Context: an optimization exercise on an open-source flow, tuned for small area, a short achievable clock period and few clock cycles per item. The choices shown serve that exercise and are no tape-out recipe. Only simulation tests tie the RTL to the original design; equivalence was not proved. Power figures rest on the tool's default switching activity, not on a simulated workload.

File: flow/flow/run.sh
#!/bin/bash
export BUFFER_PORTS_ARGS="-buffer_cell sky130_fd_sc_hd__buf_1"
export SETUP_SLACK_MARGIN=5.6
bash standard.sh > standard.log 2>&1
File: flow/config.mk
export PLATFORM = sky130hd
export DESIGN_NAME = lsu_top
export DESIGN_NICKNAME = lsu_top
export VERILOG_FILES = /design/flow/design.v
export SDC_FILE = /design/flow/constraint.sdc
export NUM_CORES = 4
export LEC_CHECK = 0
export CAP_MARGIN = 20
export CORE_MARGIN = 2
export CORE_UTILIZATION = 70
export CTS_CLUSTER_DIAMETER = 60
export CTS_CLUSTER_SIZE = 24
export SLEW_MARGIN = 20
File: flow/constraint.sdc
create_clock -name core_clock -period 8.5 [get_ports {clk}]
set_input_delay 1.7000 -clock core_clock [delete_from_list [all_inputs] [get_ports {clk}]]
set_output_delay 1.7000 -clock core_clock [all_outputs]
set_load 0.01 [all_outputs]
File: flow/design.v
package lsu_pkg;
    localparam int ADDR_W   = 32;
    localparam int XLEN     = 32;
    localparam int MEM_W    = 64;
    localparam int STRB_W   = 8;
    localparam int SQ_DEPTH = 4;
    localparam int SQ_PTR_W = 2;
    localparam int TAG_W    = 5;
    typedef enum logic [3:0] {
        LB  = 4'd0,
        LBU = 4'd1,
        LH  = 4'd2,
        LHU = 4'd3,
        LW  = 4'd4,
        SB  = 4'd5,
        SH  = 4'd6,
        SW  = 4'd7
    } lsu_op_e;
    typedef enum logic [1:0] {
        BYTE = 2'd0,
        HALF = 2'd1,
        WORD = 2'd2
    } mem_size_e;
    typedef enum logic [1:0] {
        IDLE = 2'd0,
        REQ  = 2'd1,
        WAIT = 2'd2
    } mem_state_e;
    function automatic logic [XLEN/8-1:0] byte_mask(input mem_size_e size,
                                                    input logic [1:0] lo);
        unique case (size)
            2'd0:    byte_mask = 4'b0001 << lo;
            2'd1:    byte_mask = 4'b0011 << {lo[1], 1'b0};
            default: byte_mask = 4'b1111;
        endcase
    endfunction
endpackage
module lsu_top (
    input  logic                        clk,
    input  logic                        rst_n,
    input  logic                        issue_valid,
    output logic                        issue_ready,
    input  lsu_pkg::lsu_op_e            op,
    input  logic [lsu_pkg::ADDR_W-1:0]  base,
    input  logic [lsu_pkg::ADDR_W-1:0]  offset,
    input  logic [lsu_pkg::XLEN-1:0]    store_data,
    input  logic [lsu_pkg::TAG_W-1:0]   tag,
    input  logic                        commit,
    output logic                        wb_valid,
    input  logic                        wb_ready,
    output logic [lsu_pkg::TAG_W-1:0]   wb_tag,
    output logic [lsu_pkg::XLEN-1:0]    wb_data,
    output logic                        mem_req_valid,
    input  logic                        mem_req_ready,
    output logic                        mem_req_write,
    output logic [lsu_pkg::ADDR_W-1:0]  mem_req_addr,
    output logic [lsu_pkg::MEM_W-1:0]   mem_req_wdata,
    output logic [lsu_pkg::STRB_W-1:0]  mem_req_wstrb,
    input  logic                        mem_resp_valid,
    input  logic [lsu_pkg::MEM_W-1:0]   mem_resp_data
);
    localparam int SQN = 2;    
    localparam int LQN = 3;    
    localparam int RTN = 4;    
    logic        a_v, a_st, a_uns;
    logic [1:0]  a_size;
    logic [3:0]  a_mask;
    logic [31:0] a_addr;      
    logic [19:0] a_lo;        
    logic        a_c20;       
    logic [11:0] a_p, a_g;    
    logic [31:0] a_pay;       
    logic [SQN-1:0] sq_v;
    logic [29:0]    sq_a  [SQN];
    logic [31:0]    sq_d  [SQN];
    logic [3:0]     sq_wm [SQN];
    logic [3:0]     sq_fm [SQN];
    logic [SQN-1:0] sq_hd, sq_tl;    
    logic [SQN-1:0] sq_cnt;    
    logic [SQN:0]   n_unc, n_cmt;
    logic [LQN-1:0] lq_rdy, lq_uns;
    logic [4:0]     lq_tag [LQN];
    logic [1:0]     lq_lo  [LQN];
    logic [1:0]     lq_size[LQN];
    logic [3:0]     lq_hit [LQN];
    logic [31:0]    lq_d   [LQN];
    logic [LQN-1:0] lq_hd, lq_tl;    
    logic [LQN-1:0] lq_cnt;    
    logic        req_v, req_w, req_a2;
    logic [28:0] req_a;
    logic [31:0] req_d;
    logic [3:0]  req_m;
    logic        raq_v;
    logic [29:0] raq_a;
    logic [RTN-1:0] rt_v, rt_w, rt_a2;
    logic        ir_q;
    logic        fire, in_st, in_uns;
    logic [1:0]  in_size;
    logic [3:0]  in_mask;
    logic [31:0] in_pay;
    logic [20:0] in_lo;
    assign issue_ready = ir_q;
    assign fire    = issue_valid && ir_q;
    assign in_st   = op[2] && (op[1] || op[0]);
    assign in_uns  = !op[2] && op[0];
    assign in_lo   = {1'b0, base[19:0]} + {1'b0, offset[19:0]};
    always_comb begin
        unique case (op[2:0])
            3'd0, 3'd1, 3'd5: in_size = 2'd0;
            3'd2, 3'd3, 3'd6: in_size = 2'd1;
            default:          in_size = 2'd2;
        endcase
        unique case (in_size)
            2'd0:    in_mask = 4'b0001 << in_lo[1:0];
            2'd1:    in_mask = in_lo[1] ? 4'b1100 : 4'b0011;
            default: in_mask = 4'b1111;
        endcase
        in_pay = store_data << {in_lo[1:0], 3'b000};
        if (!in_st) in_pay[4:0] = tag;
    end
    always_ff @(posedge clk) begin
        if (fire) begin
            a_st   <= in_st;
            a_uns  <= in_uns;
            a_size <= in_size;
            a_mask <= in_mask;
            a_lo   <= in_lo[19:0];
            a_c20  <= in_lo[20];
            a_p    <= base[31:20] ^ offset[31:20];
            a_g    <= base[31:20] & offset[31:20];
            a_pay  <= in_pay;
        end
    end
    assign a_addr = {a_p + {a_g[10:0], 1'b0} + {11'b0, a_c20}, a_lo};
    function automatic logic hi_eq(input logic [11:0] p, input logic [11:0] g,
                                   input logic c, input logic [11:0] k);
        logic [11:0] cin;
        cin[0] = c;
        for (int j = 1; j < 12; j++)
            cin[j] = g[j-1] | (p[j-1] & ~k[j-1]);
        hi_eq = ((p ^ k) == cin);
    endfunction
    logic [SQN-1:0] eq;
    logic [3:0]     hit;
    logic [31:0]    fwd;
    logic           full;
    always_comb begin
        hit = '0;
        fwd = '0;
        for (int i = 0; i < SQN; i++) begin
            eq[i] = sq_v[i] && (sq_a[i][17:0] == a_lo[19:2]) && hi_eq(a_p, a_g, a_c20, sq_a[i][29:18]);
            for (int k = 0; k < 4; k++) begin
                if (eq[i] && sq_fm[i][k]) begin
                    hit[k]        = 1'b1;
                    fwd[k*8 +: 8] = fwd[k*8 +: 8] | sq_d[i][k*8 +: 8];
                end
            end
        end
        hit = hit & a_mask;
    end
    assign full = (hit == a_mask);
    logic cmt_ok;
    logic a_go, sq_push, lq_push, ld_mem, req_free, wr_go, rd_raq, rd_a, raq_load;
    assign a_go    = a_v && (a_st ? !sq_cnt[SQN-1] : (!lq_cnt[LQN-1] && !raq_v));
    assign sq_push = a_go && a_st;
    assign lq_push = a_go && !a_st;
    assign ld_mem  = lq_push && !full;
    logic wr_ok;
    assign req_free = !req_v || mem_req_ready;
    assign rd_raq   = req_free && raq_v;
    assign rd_a     = req_free && ld_mem;
    assign wr_ok    = req_free && !raq_v && sq_cnt[0] && (n_cmt[0] || cmt_ok);
    assign wr_go    = wr_ok && !lq_push;
    assign raq_load = ld_mem && !req_free;
    function automatic logic [SQN:0] cnt_therm(input logic [SQN:0] t, input logic up, input logic dn);
        cnt_therm = (up && !dn) ? {t[SQN-1:0], 1'b1} : ((dn && !up) ? {1'b0, t[SQN:1]} : t);
    endfunction
    function automatic logic [SQN-1:0] sq_therm(input logic [SQN-1:0] t, input logic up, input logic dn);
        sq_therm = (up && !dn) ? {t[SQN-2:0], 1'b1} : ((dn && !up) ? {1'b0, t[SQN-1:1]} : t);
    endfunction
    function automatic logic [LQN-1:0] lq_therm(input logic [LQN-1:0] t, input logic up, input logic dn);
        lq_therm = (up && !dn) ? {t[LQN-2:0], 1'b1} : ((dn && !up) ? {1'b0, t[LQN-1:1]} : t);
    endfunction
    assign cmt_ok = commit && n_unc[0];
    always_ff @(posedge clk or negedge rst_n) begin
        if (!rst_n) begin
            n_unc <= '0;
            n_cmt <= '0;
        end else begin
            n_unc <= cnt_therm(n_unc, fire && in_st, cmt_ok);
            n_cmt <= cnt_therm(n_cmt, cmt_ok, wr_go);
        end
    end
    always_ff @(posedge clk or negedge rst_n) begin
        if (!rst_n) begin
            req_v <= 1'b0;
            raq_v <= 1'b0;
        end else begin
            if (req_free) req_v <= raq_v || wr_go || ld_mem;
            if (raq_load)    raq_v <= 1'b1;
            else if (rd_raq) raq_v <= 1'b0;
        end
    end
    logic [29:0] sqh_a;
    logic [31:0] sqh_d;
    logic [3:0]  sqh_m;
    always_comb begin
        sqh_a = '0;
        sqh_d = '0;
        sqh_m = '0;
        for (int i = 0; i < SQN; i++) begin
            if (sq_hd[i]) begin
                sqh_a = sqh_a | sq_a[i];
                sqh_d = sqh_d | sq_d[i];
                sqh_m = sqh_m | sq_wm[i];
            end
        end
    end
    always_ff @(posedge clk) begin
        if (req_free) begin
            if (raq_v) begin
                req_w  <= 1'b0;
                req_a  <= raq_a[29:1];
                req_a2 <= raq_a[0];
            end else if (wr_go) begin
                req_w  <= 1'b1;
                req_a  <= sqh_a[29:1];
                req_a2 <= sqh_a[0];
            end else begin
                req_w  <= 1'b0;
                req_a  <= a_addr[31:3];
                req_a2 <= a_addr[2];
            end
        end
        if (wr_ok) begin
            req_d <= sqh_d;
            req_m <= sqh_m;
        end
        if (lq_push && !req_free) raq_a <= a_addr[31:2];
    end
    assign mem_req_valid = req_v;
    assign mem_req_write = req_w;
    assign mem_req_addr  = {req_a, 3'b000};
    assign mem_req_wdata = {req_d, req_d};
    assign mem_req_wstrb = req_a2 ? {req_m, 4'b0000} : {4'b0000, req_m};
    always_ff @(posedge clk or negedge rst_n) begin
        if (!rst_n) begin
            sq_v   <= '0;
            sq_hd  <= SQN'(1);
            sq_tl  <= SQN'(1);
            sq_cnt <= '0;
        end else begin
            for (int i = 0; i < SQN; i++) begin
                if (sq_push && sq_tl[i]) sq_v[i] <= 1'b1;
            end
            if (sq_push) sq_tl <= {sq_tl[SQN-2:0], sq_tl[SQN-1]};
            if (wr_go)   sq_hd <= {sq_hd[SQN-2:0], sq_hd[SQN-1]};
            sq_cnt <= sq_therm(sq_cnt, sq_push, wr_go);
        end
    end
    always_ff @(posedge clk) begin
        for (int i = 0; i < SQN; i++) begin
            if (sq_push && sq_tl[i]) begin
                sq_a[i]  <= a_addr[31:2];
                sq_d[i]  <= a_pay;
                sq_wm[i] <= a_mask;
                sq_fm[i] <= a_mask;
            end else if (sq_push && eq[i]) begin
                sq_fm[i] <= sq_fm[i] & ~a_mask;
            end
        end
    end
    logic           req_acc;
    logic [RTN-1:0] rt_vn, rt_wn, rt_a2n;
    assign req_acc = req_v && mem_req_ready;
    always_comb begin
        logic done;
        for (int i = 0; i < RTN; i++) begin
            if (mem_resp_valid) begin
                rt_vn[i]  = (i < RTN-1) ? rt_v[(i+1)%RTN] : 1'b0;
                rt_wn[i]  = rt_w[(i+1)%RTN];
                rt_a2n[i] = rt_a2[(i+1)%RTN];
            end else begin
                rt_vn[i]  = rt_v[i];
                rt_wn[i]  = rt_w[i];
                rt_a2n[i] = rt_a2[i];
            end
        end
        done = 1'b0;
        for (int i = 0; i < RTN; i++) begin
            if (req_acc && !rt_vn[i] && !done) begin
                done      = 1'b1;
                rt_vn[i]  = 1'b1;
                rt_wn[i]  = req_w;
                rt_a2n[i] = req_a2;
            end
        end
    end
    always_ff @(posedge clk or negedge rst_n) begin
        if (!rst_n) rt_v <= '0;
        else        rt_v <= rt_vn;
    end
    always_ff @(posedge clk) begin
        rt_w  <= rt_wn;
        rt_a2 <= rt_a2n;
    end
    logic [LQN-1:0] fill;
    logic           rsp_rd;
    logic [31:0]    rsp_w;
    always_comb begin
        fill = '0;
        for (int h = 0; h < LQN; h++) begin
            logic found;
            found = 1'b0;
            for (int j = 0; j < LQN; j++) begin
                if (lq_hd[h] && lq_cnt[j] && !lq_rdy[(h+j)%LQN] && !found) begin
                    found             = 1'b1;
                    fill[(h+j)%LQN]   = 1'b1;
                end
            end
        end
    end
    assign rsp_rd = mem_resp_valid && rt_v[0] && !rt_w[0];
    assign rsp_w  = rt_a2[0] ? mem_resp_data[63:32] : mem_resp_data[31:0];
    logic lq_pop;
    logic        lqh_rdy, lqh_fill, lqh_uns;
    logic [4:0]  lqh_tag;
    logic [1:0]  lqh_lo, lqh_size;
    logic [3:0]  lqh_hit;
    logic [31:0] lqh_d;
    always_comb begin
        lqh_rdy  = 1'b0;
        lqh_fill = 1'b0;
        lqh_uns  = 1'b0;
        lqh_tag  = '0;
        lqh_lo   = '0;
        lqh_size = '0;
        lqh_hit  = '0;
        lqh_d    = '0;
        for (int i = 0; i < LQN; i++) begin
            if (lq_hd[i]) begin
                lqh_rdy  = lqh_rdy  | lq_rdy[i];
                lqh_fill = lqh_fill | fill[i];
                lqh_uns  = lqh_uns  | lq_uns[i];
                lqh_tag  = lqh_tag  | lq_tag[i];
                lqh_lo   = lqh_lo   | lq_lo[i];
                lqh_size = lqh_size | lq_size[i];
                lqh_hit  = lqh_hit  | lq_hit[i];
                lqh_d    = lqh_d    | lq_d[i];
            end
        end
    end
    assign lq_pop = lq_cnt[0] && (lqh_rdy || (rsp_rd && lqh_fill))
                    && (!wb_valid || wb_ready);
    always_ff @(posedge clk or negedge rst_n) begin
        if (!rst_n) begin
            lq_rdy <= '0;
            lq_hd  <= LQN'(1);
            lq_tl  <= LQN'(1);
            lq_cnt <= '0;
        end else begin
            for (int i = 0; i < LQN; i++) begin
                if (lq_push && lq_tl[i]) lq_rdy[i] <= full;
                else if (rsp_rd && fill[i])      lq_rdy[i] <= 1'b1;
            end
            if (lq_push) lq_tl <= {lq_tl[LQN-2:0], lq_tl[LQN-1]};
            if (lq_pop)  lq_hd <= {lq_hd[LQN-2:0], lq_hd[LQN-1]};
            lq_cnt <= lq_therm(lq_cnt, lq_push, lq_pop);
        end
    end
    always_ff @(posedge clk) begin
        for (int i = 0; i < LQN; i++) begin
            if (lq_push && lq_tl[i]) begin
                lq_tag[i]  <= a_pay[4:0];
                lq_lo[i]   <= a_addr[1:0];
                lq_size[i] <= a_size;
                lq_uns[i]  <= a_uns;
                lq_hit[i]  <= hit;
                lq_d[i]    <= fwd;
            end else if (rsp_rd && fill[i]) begin
                for (int k = 0; k < 4; k++)
                    if (!lq_hit[i][k]) lq_d[i][k*8 +: 8] <= rsp_w[k*8 +: 8];
            end
        end
    end
    logic [31:0] ext, sh;
    always_comb begin
        logic [31:0] md;
        for (int k = 0; k < 4; k++)
            md[k*8 +: 8] = (lqh_rdy || lqh_hit[k]) ? lqh_d[k*8 +: 8] : rsp_w[k*8 +: 8];
        sh = md >> {lqh_lo, 3'b000};
        unique case (lqh_size)
            2'd0:    ext = lqh_uns ? {24'b0, sh[7:0]}  : {{24{sh[7]}}, sh[7:0]};
            2'd1:    ext = lqh_uns ? {16'b0, sh[15:0]} : {{16{sh[15]}}, sh[15:0]};
            default: ext = sh;
        endcase
    end
    always_ff @(posedge clk or negedge rst_n) begin
        if (!rst_n) wb_valid <= 1'b0;
        else if (lq_pop) wb_valid <= 1'b1;
        else if (wb_ready) wb_valid <= 1'b0;
    end
    always_ff @(posedge clk) begin
        if (lq_pop) begin
            wb_tag  <= lqh_tag;
            wb_data <= ext;
        end
    end
    logic         a_v_n, a_st_n, raq_v_p;
    logic [SQN-1:0] sq_cnt_n;
    logic [LQN-1:0] lq_cnt_n;
    assign a_v_n    = fire || (a_v && !a_go);
    assign a_st_n   = fire ? in_st : a_st;
    assign raq_v_p  = (lq_push && !req_free) || (raq_v && !rd_raq);
    assign sq_cnt_n = sq_therm(sq_cnt, sq_push, wr_ok && !lq_push);
    assign lq_cnt_n = lq_therm(lq_cnt, lq_push, lq_pop);
    always_ff @(posedge clk or negedge rst_n) begin
        if (!rst_n) begin
            a_v  <= 1'b0;
            ir_q <= 1'b1;
        end else begin
            a_v  <= a_v_n;
            ir_q <= !a_v_n || (a_st_n ? !sq_cnt_n[SQN-1] : (!lq_cnt_n[LQN-1] && !raq_v_p));
        end
    end
endmodule
File: flow/standard.sh
#!/bin/bash
# synth_recipe.tcl (not shown) runs the flow's synth.tcl, then flattens the netlist and writes it again
# the make line also repeats each setting of config.mk as NAME=value (left out here)
make -C /OpenROAD-flow-scripts/flow DESIGN_CONFIG=/design/flow/config.mk WORK_HOME=/design/flow/orfs CLKGATE_MAP_FILE= SYNTH_SCRIPT=/design/flow/synth_recipe.tcl "${@:-finish}"
==> results of run 1 <==
-- sequential cells by signal, indices dropped and copies added, names as in the netlist, 8 cells and up --
signal / cells
lq_d: 96
sq_d: 64
sq_a: 60
a_pay: 32
req_d: 32
wb_data: 32
raq_a: 30
req_a: 29
a_lo: 20
lq_tag: 15
a_p: 12
lq_hit: 12
a_g: 11
sq_fm: 8
sq_wm: 8
-- per-stage QoR --
| step | area [sq um] | setup WS (ns) | hold slack [ns] | instances | util |
|---|---|---|---|---|---|
| final | 30430 | 5.222 | 0.4502 | 2680 | 0.8597 |
| after global routing | 30430 | 5.130 | 0.4747 | 2680 | 0.8597 |
| after CTS | 28920 | 5.261 | 0.4459 | 2617 | 0.8170 |
| after detailed placement | 26820 | 3.978 | 0.4290 | 2510 | 0.7577 |
| after global placement | 26820 | 4.039 | 0.4228 | 2510 | 0.7577 |
| after floorplan | 25690 | 4.820 | 0.4215 | 1843 | - |
-- synthesized netlist by cell type (4+ instances only) --
cell / number / area, sq um
a211oi_1: 20 / 150.1
o221ai_1: 23 / 201.4
nand3_1: 13 / 65.06
nor2b_1: 20 / 125.1
inv_1: 55 / 206.5
or2_2: 6 / 37.54
buf_2: 11 / 55.05
nor4_1: 4 / 25.02
a22o_1: 37 / 324.1
dfrtp_1: 30 / 750.7
buf_4: 36 / 270.3
and4_1: 4 / 35.03
edfxtp_1: 503 / 15100
xnor2_1: 64 / 560.5
a22oi_1: 42 / 315.3
nor2_1: 80 / 300.3
o21bai_1: 6 / 45.04
xor2_1: 16 / 140.1
a31oi_1: 5 / 31.28
nand2_1: 145 / 544.3
dfstp_2: 5 / 131.4
nor3_1: 7 / 35.03
or3_1: 15 / 93.84
o22a_1: 9 / 78.83
and3_1: 4 / 25.02
buf_1: 18 / 67.56
a32oi_1: 33 / 289.0
and2_1: 12 / 75.07
clkbuf_1: 62 / 232.7
nand4_1: 19 / 118.9
mux2i_1: 168 / 1682
a21oi_1: 54 / 270.3
ha_1: 70 / 875.8
o21ai_0: 105 / 525.5
a21o_1: 8 / 60.06
a21boi_0: 6 / 45.04
mux2_2: 23 / 259.0
a222oi_1: 45 / 450.4
nand2b_1: 19 / 118.9
-- what timing repair did --
| item | in CTS | in global routing |
|---|---|---|
| gates resized for setup | 101 | 149 |
| setup endpoints to repair | 479 | 278 |
| setup buffers | 36 | 49 |
| pin swaps | 26 | 61 |
| gates cloned | 7 | 12 |
-- routing by layer --
layer,track usage,vias up,wire [um]
li1,-,7834,-
met5,0,-,0
met4,0.09584,0,2639
met1,0.4874,8963,27110
met2,0.5251,1404,33840
met3,0.06485,196,8654
-- logic make-up (layout without fill, tap and decap cells) --
family / Yosys count / count (layout) / share of synthesized area
AO/OA/AOI/OAI: 414 / 414 / 0.1191
flip-flops: 539 / 539 / 0.6379
adder cells (fa/ha/maj): 72 / 72 / 0.03650
multiplexers: 191 / 191 / 0.07733
buffers and inverters: 186 / 554 / 0.03375
other: 1 / 4 / 0.0001494
AND/OR/NAND/NOR: 358 / 365 / 0.06736
XOR/XNOR: 80 / 80 / 0.02792
-- layout by cell type (no fill, tap or decap), drive strengths merged, types with 53 or more instances in the layout --
cell	synthesis	routed
a21oi	54	54
buf	65	420
clkbuf	62	53
edfxtp	503	503
ha	70	70
inv	58	61
mux2i	168	168
nand2	147	149
nor2	80	80
o21ai	105	105
xnor2	64	64
-- path summary, 6_finish.rpt --
kind,from,end,slack [ns],cells after the start
min in group asynchronous,rst_n,n_unc[0],1.30,1
max in group asynchronous,rst_n,raq_v,6.51,1
worst max register to register,a_p[3],lq_rdy[0],5.39,10
worst min register to register,a_pay[12],sq_d[1][12],0.45,0
worst max-delay path,base[0],a_lo[18],5.22,11
worst min-delay path,a_pay[12],sq_d[1][12],0.45,0
-- cell type report --
class | instances | area, sq um
Clock inverter | 20 | 227.7
Tap cell | 461 | 576.8
Multi-Input combinational cell | 1125 | 9788
Clock buffer | 44 | 983.4
Timing Repair Buffer | 431 | 2597
Fill cell | 1633 | 4966
Antenna cell | 1 | 2.502
Inverter | 59 | 241.5
Sequential cell | 539 | 16010
-- power by group through the flow --
stage | sequential, W | combinational (W) | clock, W
after CTS | 0.00360 | 0.00230 | 0.00184
final | 0.00362 | 0.00273 | 0.00186
after detailed placement | 0.00366 | 0.00206 | 0
after global placement | 0.00365 | 0.00200 | 0
after floorplan | 0.00365 | 0.00146 | 0
after global routing | 0.00365 | 0.00287 | 0.00195
==> qor.yml, run 1 <==
clock_tree:
  numCtsBuffers: 37
  tritoncts: "done"
  cts_max_path_buffers: 3
  htree_levels: 2
  clock-sinks: 539
  clk_pin_slew_ns: 0.09
  clk_latency_ns: 0.57
  root_buffer: "clkbuf_16"
  hold_buffers: 0
floorplanning:
  rows: 69
  start_util: 0.7089
  core_area_sq_mm: 0.03540
  dieWidth_um: 193.3
  ios: 321
  fp.dieArea_sq_mm: 0.03738
  die_height_um: 193.3
setup_path:
  cp_cell_sequence: "buf_6 > ha_4 > fa_2 > a21o_1 > a21oi_2 > o21a_1 > o21ai_2 > a211oi_2 > o21bai_2 > a21boi_2 > xnor2_1"
  critPathSlowestCell: "fa_2"
  worstSetupEndpointType: "register"
  cp_max_fo: 2
  path_delay_family: "compound AO/OA/AOI/OAI gates"
  cp.buffers_inverters: 1
  setup.worst_path.class: "in2reg"
  worstPathArrival_ns: 3.59
  critPathLaunchType: "primary input"
  cpPeakStageDelay_ns: 0.33
  crit_required_ns: 8.81
power:
  power_w: 0.008218
  p_seq_frac: 0.441
  cellLeakagePower_nw: 10.64
  p_sw_w: 0.002811
  p_sw_frac: 0.3421
  powerDensity_mw_per_mm2: 270.1
  clkPwrFrac: 0.227
  pwr-share-comb: 0.332
  p_int_w: 0.005407
  vdd_drop_max_mv: 0.2798
placement:
  dp_hpwl_um: 41050
  place.gp.congestion: 0.9280
  port_buffers: 316
finish:
  area_delta_synth_final_pct: 21.27
  finish.net_count: 2441
  drive_above_1_share: 0.1849
detailed_routing:
  drc: 0
  avgViaCountPerCell: 6.865
  drt_wl_total_um: 72240
  routedWlPerCell_um: 26.96
  ant_nets: 0
  drtPass1Iterations: 10
  dr_total_vias: 18400
  drt_iter0_markers: 2830
synth:
  synthesis.instances: 1841
  seq_area_frac_synth: 0.6379
  synth_flop_cell: "edfxtp_1"
  yosysWarnings: 10
  syn_area_per_cell_sq_um: 13.63
  synthArstFlopShare: 0.06494
  ys_types: 60
  yosys_register_bits: 539
  syn_area_sq_mm: 0.02509
  synth_edf_count: 503
sta:
  min_period_ns: 3.278
  finalHoldViolations: 0
  finalSetupViolations: 0
  slew_viol_final: 0
  finalCritPeriodShare: 0.3856
  max_freq_ghz: 0.3051
  worstMarginPinSlew_ns: 1.260
  clock-skew-final_ns: 0.03490
  finalSetupTns_ns: 0
  rsz0062_at_grt: "yes"
  slew-limit-headroom: 0.1599
worst_hold_path:
  hold_class: "reg2reg"
global_route:
  grt.total_usage: 0.3354
  antenna_found_initial: 1
  grt_pass1_wl_um: 96610
  grt_max_degree: 62
  grt_pass1_vias: 16490
  overflow: 0
run_status:
  status: "timing/DRC/antenna clean"
flow_run:
  maxCapViolCount: 0
Testbench counts, summed over its fixed seeds: cycles 6,462, items 4,800.
==> inputs of run 2 (changes only) <==
==> flow/flow/run.sh (replaced) <==
#!/bin/bash
export BUFFER_PORTS_ARGS="-buffer_cell sky130_fd_sc_hd__buf_1"
export SETUP_SLACK_MARGIN=5.35
bash standard.sh > standard.log 2>&1
==> run 2 against run 1 <==
Compared with the run above: largest power group unchanged; cell count shrank 2.2%; sequential power hardly changed; still clean; register-to-register slack worse by 0.02 ns; via count is 5.9% lower; synthesized area stayed put; largest cell class unchanged.
==> qor.yml, run 2 <==
finish:
  largest_reg_flops: 96  # unchanged
  drive_above_1_share: 0.1112  # -0.07364
  mostFrequentLayoutCell: "edfxtp_1"
  finish.net_count: 2377  # -2.6%
  layout.cells.most_common_list: "edfxtp_1 (503), buf_1 (311), mux2i_1 (163), nand2_1 (137), o21ai_0 (76)"
  multiInputGateArea_sq_mm: 0.008786  # -10%
  regMostFlops: "lq_d"
  area_delta_synth_final_pct: 14.12
  regArea_sq_mm: 0.01601  # about the same
  largestRegisters: "lq_d (96), sq_d (64), sq_a (60)"
  fillers: 2020  # +24%
  utilization: 0.8090  # -0.05065
floorplanning:
  ios: 321  # unchanged
  start_util: 0.7089  # unchanged
  fp.dieArea_sq_mm: 0.03738  # unchanged
  core_area_sq_mm: 0.03540  # unchanged
  dieWidth_um: 193.3  # unchanged
  rows: 69  # unchanged
  die_height_um: 193.3  # unchanged
synth:
  synthesis.instances: 1841  # unchanged
  synthMuxAreaShare: 0.07733  # unchanged
  synth_commonest_cells: "edfxtp_1 (503), mux2i_1 (168), nand2_1 (145)"
  synth_top_area_cell: "edfxtp_1"
  synth_compound_area_frac: 0.1191  # unchanged
  synth_top_family_by_area: "compound AO/OA/AOI/OAI gates"
  synth_flop_cell: "edfxtp_1"
  synth_edf_count: 503  # unchanged
  seq_area_frac_synth: 0.6379  # unchanged
  yosys_register_bits: 539  # unchanged
  syn_area_sq_mm: 0.02509  # unchanged
  yosysWarnings: 10  # unchanged
  yosys-top-cells-area: "edfxtp_1 (60%), mux2i_1 (6.7%), ha_1 (3.5%)"
  synth-xor-area-share: 0.02792  # unchanged
  synth-simple-area-share: 0.06736  # unchanged
  synth_top_area_frac: 0.6019  # unchanged
  synthAdderAreaFrac: 0.03650  # unchanged
  synthMostInstantiatedCell: "edfxtp_1"
  synthArstFlopShare: 0.06494  # unchanged
  ys_types: 60  # unchanged
  syn_area_per_cell_sq_um: 13.63  # unchanged
sta:
  slew-limit-headroom: 0.1495  # -0.01044
  clock-skew-final_ns: 0.02963  # -0.005265 ns
  finalSetupTns_ns: 0  # unchanged
  max_freq_ghz: 0.3054  # +0.12%
  rsz0062_at_grt: "yes"
  slew_viol_final: 0  # unchanged
  finalHoldViolations: 0  # unchanged
  timing.hold.ws_ns: 0.4533  # +0.003106 ns
  finalSetupViolations: 0  # unchanged
  worstMarginPinSlew_ns: 1.276  # +0.01567 ns
  fin_ws_ns: 5.226  # +0.003780 ns
  finalCritPeriodShare: 0.3852  # -0.0004447
  min_period_ns: 3.274  # -0.003780 ns
worst_hold_path:
  hold_class: "reg2reg"
  hold_start: "a_pay[13]"
power:
  cellLeakagePower_nw: 10.08  # -5.3%
  vdd_drop_max_mv: 0.3269  # +17%
  powerDensity_mw_per_mm2: 272.3  # +0.82%
flow_run:
  maxCapViolCount: 0  # unchanged
setup_path:
  r2r-start: "a_p[3]"
  cp-startpoint: "offset[0]"
  crit_required_ns: 8.80  # about the same
  worstSetupEndpointType: "register"
  cp_max_fo: 2  # unchanged
  worstPathArrival_ns: 3.57  # -0.02 ns
  critPathLaunchType: "primary input"
  setup.worst_path.class: "in2reg"
global_route:
  antenna_found_initial: 2  # +1
  grt_pass1_vias: 16640  # +0.87%
  grt.total_usage: 0.3308  # -0.004555
  grt_pass1_wl_um: 95410  # -1.2%
  grt_max_degree: 61  # -1.6%
  overflow: 0  # unchanged
clock_tree:
  clk_pin_slew_ns: 0.08  # about the same
  clk_latency_ns: 0.56  # about the same
  clock-sinks: 539  # unchanged
  root_buffer: "clkbuf_16"
  htree_levels: 2  # unchanged
  numCtsBuffers: 38  # +2.7%
  cts_max_path_buffers: 3  # unchanged
  hold_buffers: 0  # unchanged
  tritoncts: "done"
detailed_routing:
  drt_iter0_markers: 2247  # -21%
  drtPass1Iterations: 12  # +2
  dr_total_vias: 17310  # -5.9%
  routedWlPerCell_um: 24.53  # -9.0%
  drt_wl_total_um: 64290  # -11%
  ant_nets: 0  # unchanged
  drc: 0  # unchanged
  avgViaCountPerCell: 6.604  # -3.8%
placement:
  port_buffers: 316  # unchanged
  dp_hpwl_um: 40840  # -0.52%
  dp_slack_ns: 3.943  # -0.03521 ns
  place.gp.congestion: 0.8807  # -5.1%
run_status:
  status: "timing/DRC/antenna clean"
run 2: cell types whose count changed in the layout (fill, tap and decap cells not counted), sizes merged, moves of 2 or more:
| cell | previous run | this run |
|---|---|---|
| buf | 420 | 365 |
| clkbuf | 53 | 47 |
| inv | 61 | 65 |
| and3 | 8 | 6 |
run 2: kinds of logic (layout without fill, tap and decap cells):
logic type	count (synthesis)	after routing
AO/OA/AOI/OAI	414	414
flip-flops	539	539
adder cells (fa/ha/maj)	72	72
XOR/XNOR	80	80
buffers and inverters	186	497
multiplexers	191	191
other	1	5
AND/OR/NAND/NOR	358	362
run 2: power by group:
part	internal, W	switching [W]
logic	0.000855	0.00143
clock network	0.000944	0.000953
registers	0.00339	0.000217
run 2: per-stage QoR:
| step | power, W | std cells | area [sq um] |
|---|---|---|---|
| finish | 0.007797 | 2621 | 28640 |
| global route | 0.008096 | 2621 | 28640 |
| CTS | 0.007652 | 2606 | 28330 |
| detailed placement | 0.005688 | 2518 | 26710 |
| global placement | 0.005609 | 2518 | 26710 |
| floorplan | 0.005053 | 1843 | 25460 |
run 2: cell type report:
class,count,area share
clock buffers,44,0.03622
flip-flops and latches,539,0.5590
multi-input cells,1122,0.3068
repair buffers,369,0.06143
clock inverters,25,0.008170
well taps,461,0.02014
diodes,2,0.0001748
inverters,59,0.008039
run 2: worst max-delay path, stage by stage:
cell and delay (ns):
buf_6 0.10, ha_4 0.15, fa_2 0.34, a21o_1 0.18, a21oi_2 0.19, o21a_1 0.17
o21ai_2 0.08, a211oi_2 0.28, o21bai_2 0.12, a21boi_2 0.20, xnor2_1 0.08
run 2: final timing paths:
check	to	cells after the start	slack (ns)
max	a_lo[18]	11	5.23
min	sq_d[0][13]	0	0.45
max reg2reg	req_v	10	5.37
min reg2reg	sq_d[0][13]	0	0.45
max in group asynchronous	sq_hd[1]	1	6.61
min in group asynchronous	sq_v[0]	1	1.25
run 2: timing repair:
item,CTS,global route
setup endpoints to repair,273,182
setup buffers,15,10
pin swaps,14,10
resized for setup,41,36
gates cloned,4,3
run 2: routing by layer:
metal,up-vias,global-route usage,share of wire
li1,7687,-,-
met1,8443,0.4827,0.40
met2,1067,0.5224,0.47
met3,113,0.05771,0.11
met4,0,0.09104,0.027
met5,-,0,0
==> inputs of run 3 (changes only) <==
==> flow/flow/run.sh (replaced) <==
#!/bin/bash
export BUFFER_PORTS_ARGS="-buffer_cell sky130_fd_sc_hd__buf_1"
export SETUP_SLACK_MARGIN=5.45
bash standard.sh > standard.log 2>&1
--- a/flow/config.mk
+++ b/flow/config.mk
@@ -7,7 +7,7 @@
 export LEC_CHECK = 0
 export CAP_MARGIN = 20
 export CORE_MARGIN = 2
-export CORE_UTILIZATION = 70
+export CORE_UTILIZATION = 68
 export CTS_CLUSTER_DIAMETER = 60
 export CTS_CLUSTER_SIZE = 24
 export SLEW_MARGIN = 20
==> run 3 against run 2 <==
Compared with the run above: still clean on timing, DRC and antenna; combinational power hardly changed; clock skew is 0.012 ns lower; synthesized cell count stayed put; design area is 0.76% higher; maximum frequency is 0.66% lower; wire length is 1.3% lower; clock-buffer cell count is 5 lower; flip-flop and latch count stayed put; critical path type unchanged; highest routed layer unchanged.
==> qor.yml, run 3 <==
worst_hold_path:
  hold_class: "reg2reg"
  hold_start: "a_pay[6]"
  hold_depth: 0  # unchanged
  min_to: "sq_d[0][6]"
detailed_routing:
  dr_total_vias: 17190  # -0.68%
  drt_wl_total_um: 63440  # -1.3%
  drtPass1Iterations: 7  # -5
  routedWlPerCell_um: 24.11  # -1.7%
  routedLengthMet1_um: 25890  # +1.7%
  drc: 0  # unchanged
  ant_nets: 0  # unchanged
  avgViaCountPerCell: 6.534  # -1.1%
  wl_met2_um: 29920  # -1.2%
  top_layer: "met4"
  met3WireLength_um: 6272  # -7.6%
  drt_iter0_markers: 2035  # -9.4%
setup_path:
  crit_required_ns: 8.79  # about the same
  r2r-end: "lq_d[1][7]"
  r2r_slack_ns: 5.52  # +0.15 ns
  cpPeakStageDelay_ns: 0.34  # about the same
  worstSetupEndpointType: "register"
  worstPathArrival_ns: 3.58  # about the same
  cp_cell_sequence: "buf_6 > ha_4 > fa_2 > a21o_1 > a21oi_2 > o21a_1 > o21ai_2 > a211oi_2 > o21bai_1 > a21boi_2 > xnor2_1"
  critPathLaunchType: "primary input"
  r2r-start: "a_p[2]"
  cp_max_fo: 2  # unchanged
  r2r_cells: 9  # -1
  setup.worst_path.class: "in2reg"
  critPathSlowestCell: "fa_2"
placement:
  dp_hpwl_um: 40670  # -0.41%
  port_buffers: 316  # unchanged
  place.gp.congestion: 0.8870  # +0.72%
sta:
  min_period_ns: 3.296  # +0.02179 ns
  slew_viol_final: 0  # unchanged
  finalSetupTns_ns: 0  # unchanged
  worstMarginPinSlew_ns: 1.192  # -0.08330 ns
  finalHoldViolations: 0  # unchanged
  rsz0062_at_grt: "yes"
  slew-limit-headroom: 0.2050  # +0.05553
  finalSetupViolations: 0  # unchanged
  clock-skew-final_ns: 0.01797  # -0.01167 ns
  finalCritPeriodShare: 0.3878  # +0.002564
  max_freq_ghz: 0.3034  # -0.66%
floorplanning:
  fp.dieArea_sq_mm: 0.03846  # +2.9%
  start_util: 0.6887  # -0.02021
  core_area_sq_mm: 0.03643  # +2.9%
  dieWidth_um: 196.1  # +1.4%
  ios: 321  # unchanged
  die_height_um: 196.1  # +1.4%
  rows: 70  # +1.4%
global_route:
  antenna_found_initial: 1  # -1
  grt_pass1_vias: 16140  # -3.0%
  grt_pass1_wl_um: 93290  # -2.2%
  overflow: 0  # unchanged
  grt.total_usage: 0.3220  # -0.008798
  grt_max_degree: 69  # +13%
synth:
  synthMostInstantiatedCell: "edfxtp_1"
  synth_edf_count: 503  # unchanged
  synth_top_area_frac: 0.6019  # unchanged
  syn_area_per_cell_sq_um: 13.63  # unchanged
  yosys_register_bits: 539  # unchanged
  ys_types: 60  # unchanged
  synthArstFlopShare: 0.06494  # unchanged
  yosysWarnings: 10  # unchanged
  synthesis.instances: 1841  # unchanged
  synth_top_area_cell: "edfxtp_1"
  synth_flop_cell: "edfxtp_1"
  yosys-top-cells-area: "edfxtp_1 (60%), mux2i_1 (6.7%), ha_1 (3.5%)"
  syn_area_sq_mm: 0.02509  # unchanged
  seq_area_frac_synth: 0.6379  # unchanged
  synth_commonest_cells: "edfxtp_1 (503), mux2i_1 (168), nand2_1 (145)"
finish:
  drive_above_1_share: 0.1286  # +0.01737
  layout.cells.most_common_list: "edfxtp_1 (503), buf_1 (302), mux2i_1 (160), nand2_1 (136), o21ai_0 (69)"
  utilization: 0.7920  # -0.01709
  area_delta_synth_final_pct: 14.99
  regMostFlops: "lq_d"
  largest_reg_flops: 96  # unchanged
  finish.net_count: 2386  # +0.38%
  largestRegisters: "lq_d (96), sq_d (64), sq_a (60)"
  mostFrequentLayoutCell: "edfxtp_1"
clock_tree:
  cts_max_path_buffers: 3  # unchanged
  clk_pin_slew_ns: 0.09  # about the same
  htree_levels: 2  # unchanged
  numCtsBuffers: 37  # -2.6%
  tritoncts: "done"
  root_buffer: "clkbuf_16"
  clock-sinks: 539  # unchanged
  hold_buffers: 0  # unchanged
  clk_latency_ns: 0.55  # about the same
flow_run:
  maxCapViolCount: 0  # unchanged
power:
  powerDensity_mw_per_mm2: 269.2  # -1.1%
  vdd_drop_max_mv: 0.1365  # -58%
  cellLeakagePower_nw: 10.19  # +1.2%
run_status:
  status: "timing/DRC/antenna clean"
[run 3: cell counts after synthesis]
Identical to the previous run, type by type.
[run 3: through the flow]
| stage | hold slack (ns) | area, sq um | setup WS, ns | cells | power [W] |
|---|---|---|---|---|---|
| 5_1_grt | 0.4601 | 28860 | 5.112 | 2631 | 0.008067 |
| 4_1_cts | 0.4485 | 28510 | 5.232 | 2618 | 0.007641 |
| 3_5_place_dp | 0.4338 | 26800 | 3.901 | 2525 | 0.005721 |
| 3_3_place_gp | 0.4243 | 26800 | 3.997 | 2525 | 0.005651 |
| 6_report | 0.4474 | 28860 | 5.204 | 2631 | 0.007768 |
| 2_1_floorplan | 0.4215 | 25560 | 4.820 | 1843 | 0.005087 |
[run 3: worst max-delay path by stage]
stage	startpoint	cells past startpoint	to
floorplan	offset[0]	10	a_lo[18]
global placement	mem_resp_valid	10	ir_q
detailed placement	mem_resp_valid	10	ir_q
CTS	base[0]	11	a_lo[18]
global route	base[0]	11	a_c20
finish	base[0]	11	a_lo[18]
[run 3: power by group]
| group | leakage, nW | switching (W) | internal [W] |
|---|---|---|---|
| Combinational | 4.58 | 0.00142 | 0.000895 |
| Sequential | 5.03 | 0.000215 | 0.00339 |
| Clock | 0.582 | 0.000929 | 0.000914 |
[run 3: routing by layer]
layer,vias to the layer above,global-route usage
met5,-,0
met1,8439,0.4735
li1,7698,-
met2,964,0.5114
met4,0,0.07884
met3,91,0.05226
[run 3: logic make-up after synthesis]
group           share of synthesized area
mux                               0.07733
simple gates                      0.06736
other cells                     0.0001494
buf+inv                           0.03375
xor+xnor                          0.02792
fa+ha+maj                         0.03650
flops                              0.6379
compound gates                     0.1191
[run 3: final cells by class]
| cell class | count | area (sq um) |
|---|---|---|
| Tap cell | 468 | 585.6 |
| Fill cell | 2178 | 7580 |
| Timing Repair Buffer | 378 | 1938 |
| Sequential cell | 539 | 16010 |
| Clock inverter | 24 | 239.0 |
| Multi-Input combinational cell | 1123 | 8875 |
| Clock buffer | 39 | 964.7 |
| Inverter | 59 | 241.5 |
| Antenna cell | 1 | 2.502 |
[run 3: what timing repair did]
item                                    in CTS  in global routing
pin swaps                                   20                 14
gates cloned                                 6                  2
endpoints found under the setup margin     281                290
resized for setup                           50                 54
buffers inserted                            24                  8
[run 3: critical path, delay by kind of cell]
kind	cells	cell delay, ns
buffers and inverters	1	0.10
AOI/OAI and AO/OA	7	1.19
xor gates and xnor gates	1	0.11
adders and majority gates	2	0.49
==> inputs of run 4 (changes only) <==
==> flow/flow/run.sh (replaced) <==
#!/bin/bash
export BUFFER_PORTS_ARGS="-buffer_cell sky130_fd_sc_hd__buf_1"
export SETUP_SLACK_MARGIN=5.35
bash standard.sh > standard.log 2>&1
--- a/flow/config.mk
+++ b/flow/config.mk
@@ -7,7 +7,7 @@
 export LEC_CHECK = 0
 export CAP_MARGIN = 20
 export CORE_MARGIN = 2
-export CORE_UTILIZATION = 68
-export CTS_CLUSTER_DIAMETER = 60
-export CTS_CLUSTER_SIZE = 24
+export CORE_UTILIZATION = 65
+export CTS_CLUSTER_DIAMETER = 70
+export CTS_CLUSTER_SIZE = 28
 export SLEW_MARGIN = 20
==> run 4 against run 3 <==
Compared with the run above: critical path depth shrank 8; still clean; clock skew grew 0.0040 ns; global-route usage shrank 2.7 points; total power shrank 3.4%; clock power shrank 9.8%; largest power group unchanged; sequential power is essentially flat.
==> qor.yml, run 4 <==
detailed_routing:
  routedWlPerCell_um: 23.05  # -4.4%
  ant_nets: 0  # unchanged
  drtPass1Iterations: 7  # unchanged
  dr_total_vias: 16760  # -2.5%
  drt_iter0_markers: 2041  # +0.29%
  avgViaCountPerCell: 6.299  # -3.6%
  drt_wl_total_um: 61330  # -3.3%
  drc: 0  # unchanged
global_route:
  grt_max_degree: 75  # +8.7%
  overflow: 0  # unchanged
  antenna_found_initial: 1  # unchanged
  grt_pass1_wl_um: 91360  # -2.1%
  grt_pass1_vias: 15750  # -2.4%
  grt.total_usage: 0.2951  # -0.02695
finish:
  drive_above_1_share: 0.1135  # -0.01510
  area_delta_synth_final_pct: 13.68
  instances_no_fill: 2661  # +1.1%
  largest_reg_flops: 96  # unchanged
  mostFrequentLayoutCell: "edfxtp_1"
  largestRegisters: "lq_d (96), sq_d (64), sq_a (60)"
  regMostFlops: "lq_d"
  finish.net_count: 2376  # -0.42%
  layout.cells.most_common_list: "edfxtp_1 (503), buf_1 (303), mux2i_1 (164), nand2_1 (137), o21ai_0 (77)"
  n_antenna_cell: 0  # -1
sta:
  finalHoldViolations: 0  # unchanged
  min_period_ns: 3.186  # -0.1101 ns
  clock-skew-final_ns: 0.02201  # +0.004046 ns
  rsz0062_at_grt: "yes"
  max_freq_ghz: 0.3139  # +3.5%
  worstMarginPinSlew_ns: 1.167  # -0.02570 ns
  finalSetupTns_ns: 0  # unchanged
  finalCritPeriodShare: 0.3748  # -0.01295
  finalSetupViolations: 0  # unchanged
  slew_viol_final: 0  # unchanged
  slew-limit-headroom: 0.2221  # +0.01713
synth:
  synthArstFlopShare: 0.06494  # unchanged
  yosys-top-cells-area: "edfxtp_1 (60%), mux2i_1 (6.7%), ha_1 (3.5%)"
  synth_flop_cell: "edfxtp_1"
  synth_top_area_cell: "edfxtp_1"
  synth-simple-area-share: 0.06736  # unchanged
  synth_top_area_frac: 0.6019  # unchanged
  synth_edf_count: 503  # unchanged
  synth_compound_area_frac: 0.1191  # unchanged
  yosysWarnings: 10  # unchanged
  synthAdderAreaFrac: 0.03650  # unchanged
  synth_top_family_by_area: "compound AO/OA/AOI/OAI gates"
  synthMuxAreaShare: 0.07733  # unchanged
  synth-xor-area-share: 0.02792  # unchanged
  synth_commonest_cells: "edfxtp_1 (503), mux2i_1 (168), nand2_1 (145)"
  yosys_register_bits: 539  # unchanged
  synthMostInstantiatedCell: "edfxtp_1"
  synthesis.instances: 1841  # unchanged
  syn_area_per_cell_sq_um: 13.63  # unchanged
  syn_area_sq_mm: 0.02509  # unchanged
  ys_types: 60  # unchanged
  seq_area_frac_synth: 0.6379  # unchanged
floorplanning:
  die_height_um: 200.5  # +2.2%
  ios: 321  # unchanged
  start_util: 0.6631  # -0.02564
  core_area_sq_mm: 0.03784  # +3.9%
  rows: 71  # +1.4%
  dieWidth_um: 200.5  # +2.2%
  fp.dieArea_sq_mm: 0.04019  # +4.5%
setup_path:
  crit_top_cell: "buf_6"
  worstSetupEndpointType: "primary output"
  worstPathArrival_ns: 1.49  # -2.09 ns
  critPathSlowestCell: "edfxtp_1"
  critPathLaunchType: "register"
  crit_required_ns: 6.80  # -1.99 ns
  setup.worst_path.class: "reg2out"
  cpPeakStageDelay_ns: 0.45  # +0.11 ns
  r2r_cells: 9  # unchanged
  cp_cell_sequence: "buf_6 > and2_4 > buf_6"
  cp_max_fo: 6  # +4
power:
  p_int_w: 0.004975  # -4.4%
  clkPwrFrac: 0.221  # -0.016
  p_seq_frac: 0.478  # +0.014
  powerDensity_mw_per_mm2: 263.1  # -2.3%
  p_sw_frac: 0.3371  # +0.006677
  cellLeakagePower_nw: 10.04  # -1.5%
  vdd_drop_max_mv: 0.1568  # +15%
  pwr-share-comb: 0.300  # +0.002
  p_sw_w: 0.002530  # -1.4%
placement:
  dp_hpwl_um: 40080  # -1.4%
  dp_cells: 2567  # +1.7%
  port_buffers: 316  # unchanged
  place.gp.congestion: 0.8647  # -2.5%
clock_tree:
  htree_levels: 1  # -1
  clock-sinks: 539  # unchanged
  numCtsBuffers: 30  # -19%
  hold_buffers: 0  # unchanged
  clk_latency_ns: 0.62  # +0.07 ns
  root_buffer: "clkbuf_16"
  tritoncts: "done"
  clk_pin_slew_ns: 0.11  # +0.02 ns
  cts_max_path_buffers: 3  # unchanged
flow_run:
  maxCapViolCount: 0  # unchanged
worst_hold_path:
  hold_class: "reg2reg"
  hold_depth: 0  # unchanged
run_status:
  status: "timing/DRC/antenna clean"
run 4: stage by stage:
stage | area (sq um) | power [W] | hold slack (ns) | worst slack (ns) | util
2_1_floorplan | 25460 | 0.005053 | 0.4215 | 4.819 | -
3_3_place_gp | 26770 | 0.005620 | 0.4241 | 4.030 | 0.7075
3_5_place_dp | 26770 | 0.005674 | 0.4304 | 3.992 | 0.7075
4_1_cts | 28180 | 0.007392 | 0.4550 | 5.316 | 0.7447
5_1_grt | 28530 | 0.007840 | 0.4606 | 5.250 | 0.7538
6_report | 28530 | 0.007504 | 0.4533 | 5.314 | 0.7538
run 4: area by class of cell:
cell class,count,area (sq um)
Multi-Input combinational cell,1122,8717
Inverter,59,237.7
Tap cell,511,639.4
Clock buffer,32,758.2
Fill cell,2470,9318
Timing Repair Buffer,376,1866
Clock inverter,22,295.3
Sequential cell,539,16010
run 4: repair_timing:
action                                  CTS  global route
buffers inserted                         20            13
pin swaps                                15            10
resized for setup                        33            56
endpoints found under the setup margin  271           245
gates cloned                              4             2
run 4: critical path: cells and delay by family (launching register included):
kind	cells	cell delay [ns]
buffers and inverters	2	0.28
DFF	1	0.45
and+or+nand+nor	1	0.14
run 4: routing by layer:
layer | vias up | GRT usage | share of wire
met3 | 71 | 0.03506 | 0.091
met4 | 2 | 0.06693 | 0.017
li1 | 7682 | - | -
met2 | 826 | 0.4591 | 0.46
met1 | 8181 | 0.4530 | 0.43
met5 | - | 0 | 0.00011
run 4: cell families (layout without fill, tap and decap cells):
group,after synthesis,after routing
AOI/OAI and AO/OA,414,414
xor gates and xnor gates,80,80
adders and majority gates,72,72
buffers and inverters,186,489
DFF,539,539
muxes,191,191
other,1,3
and+or+nand+nor,358,362
run 4: path summary, 6_finish.rpt:
kind                       slack (ns)          endpoint     start
hold reg to reg                  0.45        sq_d[1][9]  a_pay[9]
hold / removal                   0.45        sq_d[1][9]  a_pay[9]
setup reg to reg                 5.47             req_v    a_p[0]
min in group asynchronous        1.24           rt_v[0]     rst_n
setup / recovery                 5.31  mem_req_wstrb[6]    req_a2
max in group asynchronous        6.59             raq_v     rst_n
run 4: power groups by stage:
stage                     clock (W)  sequential (W)  combinational, W
after floorplan                   0         0.00365           0.00141
after global routing        0.00176         0.00362           0.00246
after global placement            0         0.00364           0.00198
final                       0.00166         0.00359           0.00225
after CTS                   0.00167         0.00359           0.00213
after detailed placement          0         0.00365           0.00203
==> inputs of run 5 (changes only) <==
--- a/flow/design.v
+++ b/flow/design.v
@@ -64,7 +64,7 @@
     localparam int RTN = 4;    
     logic        a_v, a_st, a_uns;
     logic [1:0]  a_size;
-    logic [3:0]  a_mask;
+    logic [3:0]  a_mask;      
     logic [31:0] a_addr;      
     logic [19:0] a_lo;        
     logic        a_c20;       
@@ -89,14 +89,13 @@
     logic        req_v, req_w, req_a2;
     logic [28:0] req_a;
     logic [31:0] req_d;
-    logic [3:0]  req_m;
+    logic [7:0]  req_s;
     logic        raq_v;
     logic [29:0] raq_a;
     logic [RTN-1:0] rt_v, rt_w, rt_a2;
     logic        ir_q;
     logic        fire, in_st, in_uns;
     logic [1:0]  in_size;
-    logic [3:0]  in_mask;
     logic [31:0] in_pay;
     logic [20:0] in_lo;
     assign issue_ready = ir_q;
@@ -110,11 +109,6 @@
             3'd2, 3'd3, 3'd6: in_size = 2'd1;
             default:          in_size = 2'd2;
         endcase
-        unique case (in_size)
-            2'd0:    in_mask = 4'b0001 << in_lo[1:0];
-            2'd1:    in_mask = in_lo[1] ? 4'b1100 : 4'b0011;
-            default: in_mask = 4'b1111;
-        endcase
         in_pay = store_data << {in_lo[1:0], 3'b000};
         if (!in_st) in_pay[4:0] = tag;
     end
@@ -123,7 +117,6 @@
             a_st   <= in_st;
             a_uns  <= in_uns;
             a_size <= in_size;
-            a_mask <= in_mask;
             a_lo   <= in_lo[19:0];
             a_c20  <= in_lo[20];
             a_p    <= base[31:20] ^ offset[31:20];
@@ -131,6 +124,13 @@
             a_pay  <= in_pay;
         end
     end
+    always_comb begin
+        unique case (a_size)
+            2'd0:    a_mask = 4'b0001 << a_lo[1:0];
+            2'd1:    a_mask = a_lo[1] ? 4'b1100 : 4'b0011;
+            default: a_mask = 4'b1111;
+        endcase
+    end
     assign a_addr = {a_p + {a_g[10:0], 1'b0} + {11'b0, a_c20}, a_lo};
     function automatic logic hi_eq(input logic [11:0] p, input logic [11:0] g,
                                    input logic c, input logic [11:0] k);
@@ -234,7 +234,7 @@
         end
         if (wr_ok) begin
             req_d <= sqh_d;
-            req_m <= sqh_m;
+            req_s <= sqh_a[0] ? {sqh_m, 4'b0000} : {4'b0000, sqh_m};
         end
         if (lq_push && !req_free) raq_a <= a_addr[31:2];
     end
@@ -242,7 +242,7 @@
     assign mem_req_write = req_w;
     assign mem_req_addr  = {req_a, 3'b000};
     assign mem_req_wdata = {req_d, req_d};
-    assign mem_req_wstrb = req_a2 ? {req_m, 4'b0000} : {4'b0000, req_m};
+    assign mem_req_wstrb = req_s;
     always_ff @(posedge clk or negedge rst_n) begin
         if (!rst_n) begin
             sq_v   <= '0;
==> run 5 against run 4 <==
Compared with the run above: largest power group unchanged; clock power grew 4%; still clean on timing, DRC and antenna; maximum frequency is 4.8% lower; first-iteration DRC count decreased by 2.2%; global-route usage grew 0.65 points.
==> qor.yml, run 5 <==
setup_path:
  worstSetupEndpointType: "register"
  crit_required_ns: 8.88  # +2.08 ns
  worstPathArrival_ns: 3.73  # +2.24 ns
  critPathLaunchType: "primary input"
  setup.worst_path.class: "in2reg"
  cp_max_fo: 2  # -4
detailed_routing:
  avgViaCountPerCell: 6.295  # about the same
  drt_wl_total_um: 62010  # +1.1%
  dr_total_vias: 16840  # +0.47%
  routedWlPerCell_um: 23.18  # +0.58%
  drc: 0  # unchanged
  drt_iter0_markers: 1996  # -2.2%
  drtPass1Iterations: 9  # +2
  ant_nets: 0  # unchanged
power:
  cellLeakagePower_nw: 10.08  # +0.42%
  pwr-share-comb: 0.199  # -0.101
  clkPwrFrac: 0.263  # +0.042
  p_sw_w: 0.001975  # -22%
  powerDensity_mw_per_mm2: 228.9  # -13%
  p_seq_frac: 0.538  # +0.060
  p_int_w: 0.004565  # -8.2%
  vdd_drop_max_mv: 0.1643  # +4.8%
  p_sw_frac: 0.3020  # -0.03512
sta:
  finalSetupTns_ns: 0  # unchanged
  finalHoldViolations: 0  # unchanged
  min_period_ns: 3.346  # +0.1597 ns
  timing.hold.ws_ns: 0.4537  # +0.0004540 ns
  slew-limit-headroom: 0.3332  # +0.1110
  worstMarginPinSlew_ns: 1.000  # -0.1665 ns
  max_freq_ghz: 0.2989  # -4.8%
  finalCritPeriodShare: 0.3936  # +0.01878
  finalSetupViolations: 0  # unchanged
  clock-skew-final_ns: 0.03086  # +0.008847 ns
  slew_viol_final: 0  # unchanged
  rsz0062_at_grt: "yes"
finish:
  mostFrequentLayoutCell: "edfxtp_1"
  regMostFlops: "lq_d"
  area_delta_synth_final_pct: 14.32
  layout.cells.most_common_list: "edfxtp_1 (503), buf_1 (307), mux2i_1 (165), nand2_1 (121), o21ai_0 (89)"
  finish.net_count: 2389  # +0.55%
  largest_reg_flops: 96  # unchanged
  regArea_sq_mm: 0.01601  # unchanged
  fillers: 2408  # -2.5%
  fin_area_sq_mm: 0.02857  # +0.15%
  largestRegisters: "lq_d (96), sq_d (64), sq_a (60)"
  drive_above_1_share: 0.1137  # +0.0002426
  multiInputGateArea_sq_mm: 0.008656  # -0.70%
synth:
  synthesis.instances: 1839  # -0.11%
  seq_area_frac_synth: 0.6405  # +0.002619
  ys_types: 68  # +13%
  synth_edf_count: 503  # unchanged
  synthArstFlopShare: 0.06494  # unchanged
  syn_area_sq_mm: 0.02499  # -0.41%
  synth_commonest_cells: "edfxtp_1 (503), mux2i_1 (171), nand2_1 (126)"
  yosys-top-cells-area: "edfxtp_1 (60%), mux2i_1 (6.8%), ha_1 (3.5%)"
  synth_top_area_frac: 0.6044  # +0.002471
  yosys_register_bits: 539  # unchanged
  synth_flop_cell: "edfxtp_1"
  syn_area_per_cell_sq_um: 13.59  # -0.30%
  synth_top_area_cell: "edfxtp_1"
  yosysWarnings: 10  # unchanged
  synthMostInstantiatedCell: "edfxtp_1"
clock_tree:
  tritoncts: "done"
  cts_max_path_buffers: 3  # unchanged
  hold_buffers: 0  # unchanged
  clk_pin_slew_ns: 0.10  # about the same
  root_buffer: "clkbuf_16"
  numCtsBuffers: 31  # +3.3%
  htree_levels: 1  # unchanged
  clock-sinks: 539  # unchanged
  clk_latency_ns: 0.64  # +0.02 ns
floorplanning:
  core_area_sq_mm: 0.03776  # -0.23%
  die_height_um: 200.1  # -0.20%
  start_util: 0.6619  # -0.001157
  fp.dieArea_sq_mm: 0.04003  # -0.40%
  rows: 71  # unchanged
  dieWidth_um: 200.1  # -0.20%
  ios: 321  # unchanged
worst_hold_path:
  hold_class: "reg2reg"
flow_run:
  maxCapViolCount: 0  # unchanged
global_route:
  grt_max_degree: 70  # -6.7%
  overflow: 0  # unchanged
  grt.total_usage: 0.3015  # +0.006480
  grt_pass1_wl_um: 90040  # -1.4%
  grt_pass1_vias: 15860  # +0.67%
  antenna_found_initial: 0  # -1
placement:
  placed_area_sq_mm: 0.02674  # -0.11%
  dp_hpwl_um: 41070  # +2.5%
  place.gp.congestion: 0.8929  # +3.3%
  port_buffers: 316  # unchanged
run_status:
  status: "timing/DRC/antenna clean"
[run 5: changes by cell type after synthesis, sizes merged, moves of 6 or more]
cell / delta
nand2b: -8
a32oi: -30
xnor2: -8
nand2: -19
a22oi: +40
inv: +16
nor2: +7
or3: +6
clkbuf: -6
a21oi: +13
[run 5: logic make-up (layout without fill, tap and decap cells)]
group | Yosys count | in the layout | synth area share
xor gates and xnor gates | 71 | 71 | 0.02488
muxes | 191 | 191 | 0.07750
buffers and inverters | 192 | 513 | 0.03459
adders and majority gates | 72 | 72 | 0.03665
other | 1 | 4 | 0.0001501
DFF | 539 | 539 | 0.6405
AOI/OAI and AO/OA | 439 | 439 | 0.1236
and+or+nand+nor | 334 | 335 | 0.06213
[run 5: layer usage]
layer	up-vias	share of wire	GRT usage	wire [um]
met5	-	0	0	0
met4	0	0.018	0.06914	1116
met3	80	0.10	0.05544	6295
met2	840	0.46	0.4662	28680
met1	8220	0.42	0.4510	25920
li1	7700	-	-	-
[run 5: worst paths after layout]
path                       startpoint  depth (start not counted)  slack [ns]         end
setup / recovery              base[0]                         11        5.15       a_c20
hold / removal               a_pay[8]                          0        0.45  sq_d[0][8]
setup reg to reg               a_p[5]                          9        5.43       raq_v
hold reg to reg              a_pay[8]                          0        0.45  sq_d[0][8]
max in group asynchronous       rst_n                          2        7.04    sq_hd[0]
min in group asynchronous       rst_n                          1        0.94    n_cmt[2]
[run 5: power groups by stage]
| stage | logic [W] | registers, W | clock network [W] |
|---|---|---|---|
| floorplan | 0.000787 | 0.00357 | 0 |
| global placement | 0.00117 | 0.00356 | 0 |
| detailed placement | 0.00121 | 0.00357 | 0 |
| CTS | 0.00125 | 0.00352 | 0.00174 |
| global route | 0.00143 | 0.00355 | 0.00182 |
| finish | 0.00130 | 0.00352 | 0.00172 |
[run 5: repair_timing]
| action | 4_1_cts | 5_1_grt |
|---|---|---|
| endpoints found under the hold margin | 0 | 0 |
| setup endpoints to repair | 252 | 168 |
| gates cloned | 1 | 1 |
| pin swaps | 19 | 13 |
| resized for setup | 38 | 52 |
| setup buffers | 22 | 14 |
[run 5: per-stage QoR]
| stage | setup WS (ns) | utilization | instances | power (W) |
|---|---|---|---|---|
| after floorplan | 4.697 | - | 1841 | 0.004362 |
| after global placement | 4.120 | 0.7084 | 2579 | 0.004731 |
| after detailed placement | 4.023 | 0.7084 | 2579 | 0.004784 |
| after CTS | 5.226 | 0.7467 | 2657 | 0.006508 |
| after global routing | 5.106 | 0.7567 | 2674 | 0.006801 |
| final | 5.154 | 0.7567 | 2675 | 0.006540 |
[run 5: cell type report]
cell class	count	area share
Timing Repair Buffer	383	0.06486
Clock inverter	20	0.01112
Clock buffer	35	0.02768
Sequential cell	539	0.5605
Antenna cell	1	0.00008759
Multi-Input combinational cell	1111	0.3030
Tap cell	511	0.02238
Inverter	75	0.01042
[run 5: critical path, cell delays in order]
cell and delay [ns]:
buf_6 0.10, ha_4 0.15, fa_2 0.36, a21oi_2 0.17
o21ai_1 0.10, a21oi_2 0.19, a21oi_2 0.10, and3_4 0.16
o221a_4 0.24, a31o_4 0.23, a31o_4 0.21
Testbench counts of run 5, summed over its fixed seeds: cycles 6,462, items 4,800.
==> inputs of run 6 (changes only) <==
==> flow/flow/run.sh (replaced) <==
#!/bin/bash
export BUFFER_PORTS_ARGS="-buffer_cell sky130_fd_sc_hd__buf_1"
export SETUP_SLACK_MARGIN=5.5
bash standard.sh > standard.log 2>&1
==> run 6 against run 5 <==
Compared with the run above: still clean; utilization up 1.3 points; non-clock buffer count up 5; register-to-register slack better by 0.07 ns; synthesized cell count unchanged; setup slack better by 0.018 ns; global-route usage up 1.2 points; via count up 1.4%; largest power group unchanged.
==> qor.yml, run 6 <==
global_route:
  antenna_found_initial: 3  # +3
  grt_max_degree: 80  # +14%
  overflow: 0  # unchanged
  grt_pass1_wl_um: 92900  # +3.2%
  grt_pass1_vias: 16010  # +0.95%
  grt.total_usage: 0.3131  # +0.01157
clock_tree:
  numCtsBuffers: 35  # +13%
  cts_max_path_buffers: 3  # unchanged
  clk_latency_ns: 0.57  # -0.07 ns
  root_buffer: "clkbuf_16"
  clock-sinks: 539  # unchanged
  htree_levels: 2  # +1
  clk_pin_slew_ns: 0.10  # about the same
  tritoncts: "done"
finish:
  finish.net_count: 2399  # +0.42%
  mostFrequentLayoutCell: "edfxtp_1"
  area_delta_synth_final_pct: 16.21
  largestRegisters: "lq_d (96), sq_d (64), sq_a (60)"
  layout.cells.most_common_list: "edfxtp_1 (503), buf_1 (307), mux2i_1 (162), nand2_1 (118), a22oi_1 (78)"
  largest_reg_flops: 96  # unchanged
  regMostFlops: "lq_d"
  fillers: 2416  # +0.33%
  drive_above_1_share: 0.1323  # +0.01856
setup_path:
  cp_max_fo: 2  # unchanged
  crit_required_ns: 8.83  # -0.05 ns
  worstPathArrival_ns: 3.66  # -0.07 ns
  cp_cell_sequence: "buf_6 > ha_4 > fa_2 > a21oi_2 > o21ai_1 > a21oi_2 > a21oi_2 > and3_4 > o221a_4 > a31o_4 > a31o_4"
  r2r-start: "lq_hd[1]"
  r2r-end: "lq_cnt[0]"
  crit_top_cell: "a21oi_2"
  critPathLaunchType: "primary input"
  cpPeakStageDelay_ns: 0.35  # about the same
  r2r_cells: 14  # +5
  critPathSlowestCell: "fa_2"
  setup.worst_path.class: "in2reg"
  r2r_slack_ns: 5.50  # +0.07 ns
  worstSetupEndpointType: "register"
detailed_routing:
  drt_iter0_markers: 2167  # +8.6%
  avgViaCountPerCell: 6.345  # +0.79%
  drc: 0  # unchanged
  drt_wl_total_um: 64030  # +3.3%
  drtPass1Iterations: 8  # -1
  ant_nets: 0  # unchanged
  dr_total_vias: 17080  # +1.4%
  routedWlPerCell_um: 23.79  # +2.6%
placement:
  place.gp.congestion: 0.8485  # -5.0%
  port_buffers: 316  # unchanged
  dp_hpwl_um: 41840  # +1.9%
worst_hold_path:
  hold_depth: 0  # unchanged
  hold_start: "a_pay[11]"
  hold_class: "reg2reg"
  min_to: "sq_d[0][11]"
run_status:
  status: "timing/DRC/antenna clean"
floorplanning:
  fp.dieArea_sq_mm: 0.04003  # unchanged
  core_area_sq_mm: 0.03776  # unchanged
  dieWidth_um: 200.1  # unchanged
  rows: 71  # unchanged
  die_height_um: 200.1  # unchanged
  start_util: 0.6619  # unchanged
  ios: 321  # unchanged
sta:
  slew-limit-headroom: 0.2327  # -0.1005
  slew_viol_final: 0  # unchanged
  finalCritPeriodShare: 0.3915  # -0.002061
  finalSetupTns_ns: 0  # unchanged
  min_period_ns: 3.328  # -0.01752 ns
  finalHoldViolations: 0  # unchanged
  rsz0062_at_grt: "yes"
  clock-skew-final_ns: 0.03886  # +0.007995 ns
  finalSetupViolations: 0  # unchanged
  max_freq_ghz: 0.3005  # +0.53%
  worstMarginPinSlew_ns: 1.151  # +0.1507 ns
  timing.hold.ws_ns: 0.4547  # +0.0009550 ns
power:
  vdd_drop_max_mv: 0.1469  # -11%
  powerDensity_mw_per_mm2: 233.1  # +1.8%
  cellLeakagePower_nw: 10.24  # +1.6%
synth:
  synth_commonest_cells: "edfxtp_1 (503), mux2i_1 (171), nand2_1 (126)"
  yosysWarnings: 10  # unchanged
  syn_area_sq_mm: 0.02499  # unchanged
  synth_flop_cell: "edfxtp_1"
  ys_types: 68  # unchanged
  seq_area_frac_synth: 0.6405  # unchanged
  synthesis.instances: 1839  # unchanged
  synthArstFlopShare: 0.06494  # unchanged
  synth_top_area_frac: 0.6044  # unchanged
  synthMostInstantiatedCell: "edfxtp_1"
  synth_edf_count: 503  # unchanged
  synth_top_area_cell: "edfxtp_1"
  syn_area_per_cell_sq_um: 13.59  # unchanged
  yosys-top-cells-area: "edfxtp_1 (60%), mux2i_1 (6.8%), ha_1 (3.5%)"
  yosys_register_bits: 539  # unchanged
flow_run:
  maxCapViolCount: 0  # unchanged
## run 6: cell counts after synthesis
Identical to the previous run, type by type.
## run 6: how the worst max path moves through the flow
stage / end / startpoint / slack [ns] / cells past startpoint
2_1_floorplan: ir_q / mem_resp_valid / 4.70 / 9
3_3_place_gp: ir_q / mem_resp_valid / 4.04 / 11
3_5_place_dp: ir_q / mem_resp_valid / 3.94 / 11
4_1_cts: a_c20 / base[0] / 5.16 / 11
5_1_grt: a_c20 / base[0] / 5.11 / 11
6_report: a_c20 / base[0] / 5.17 / 11
## run 6: logic make-up after synthesis
| logic type | count (synthesis) | share of synthesized area |
|---|---|---|
| AO/OA/AOI/OAI | 439 | 0.1236 |
| XOR/XNOR | 71 | 0.02488 |
| adder cells (fa/ha/maj) | 72 | 0.03665 |
| buffers and inverters | 192 | 0.03459 |
| flip-flops | 539 | 0.6405 |
| multiplexers | 191 | 0.07750 |
| other | 1 | 0.0001501 |
| AND/OR/NAND/NOR | 334 | 0.06213 |
## run 6: through the flow
stage | worst slack, ns | utilization | instances | total power (W) | area [sq um]
after global routing | 5.113 | 0.7692 | 2690 | 0.007031 | 29040
after CTS | 5.161 | 0.7571 | 2668 | 0.006686 | 28580
final | 5.172 | 0.7692 | 2691 | 0.006770 | 29040
after detailed placement | 3.943 | 0.7081 | 2571 | 0.004793 | 26730
after floorplan | 4.697 | - | 1841 | 0.004374 | 25410
after global placement | 4.042 | 0.7081 | 2571 | 0.004735 | 26730
## run 6: repair_timing
action / 4_1_cts / 5_1_grt
endpoints found under the setup margin: 319 / 247
pin swaps: 28 / 27
hold buffers: 0 / 0
buffers inserted: 29 / 16
cloned: 5 / 4
resized for setup: 67 / 61
hold endpoints to repair: 0 / 0
## run 6: layout make-up
type / instances / area [sq um] / share of cell area
antenna: 3 / 7.507 / 0.0002585
clock buffer: 38 / 929.6 / 0.03201
clock inverter: 25 / 284.0 / 0.009779
inverter: 75 / 309.0 / 0.01064
multi-input combinational: 1112 / 8864 / 0.3052
sequential: 539 / 16020 / 0.5515
tap: 511 / 639.4 / 0.02201
timing repair buffer: 388 / 1993 / 0.06863
## run 6: worst max-delay path: cells and delay by family
kind / cells / cell delay [ns]
AOI/OAI and AO/OA: 7 / 1.20
adders and majority gates: 2 / 0.50
buffers and inverters: 1 / 0.10
and+or+nand+nor: 1 / 0.16
## run 6: routing by layer
layer	share of wire	global-route usage
met5	0	0
met4	0.023	0.08176
met3	0.10	0.06972
met2	0.46	0.4700
met1	0.41	0.4683
## run 6: power by group
part	leakage [nW]	switching, W	internal (W)
logic	4.65	0.000864	0.000556
registers	5.01	0.000186	0.00333
clock network	0.582	0.000976	0.000853
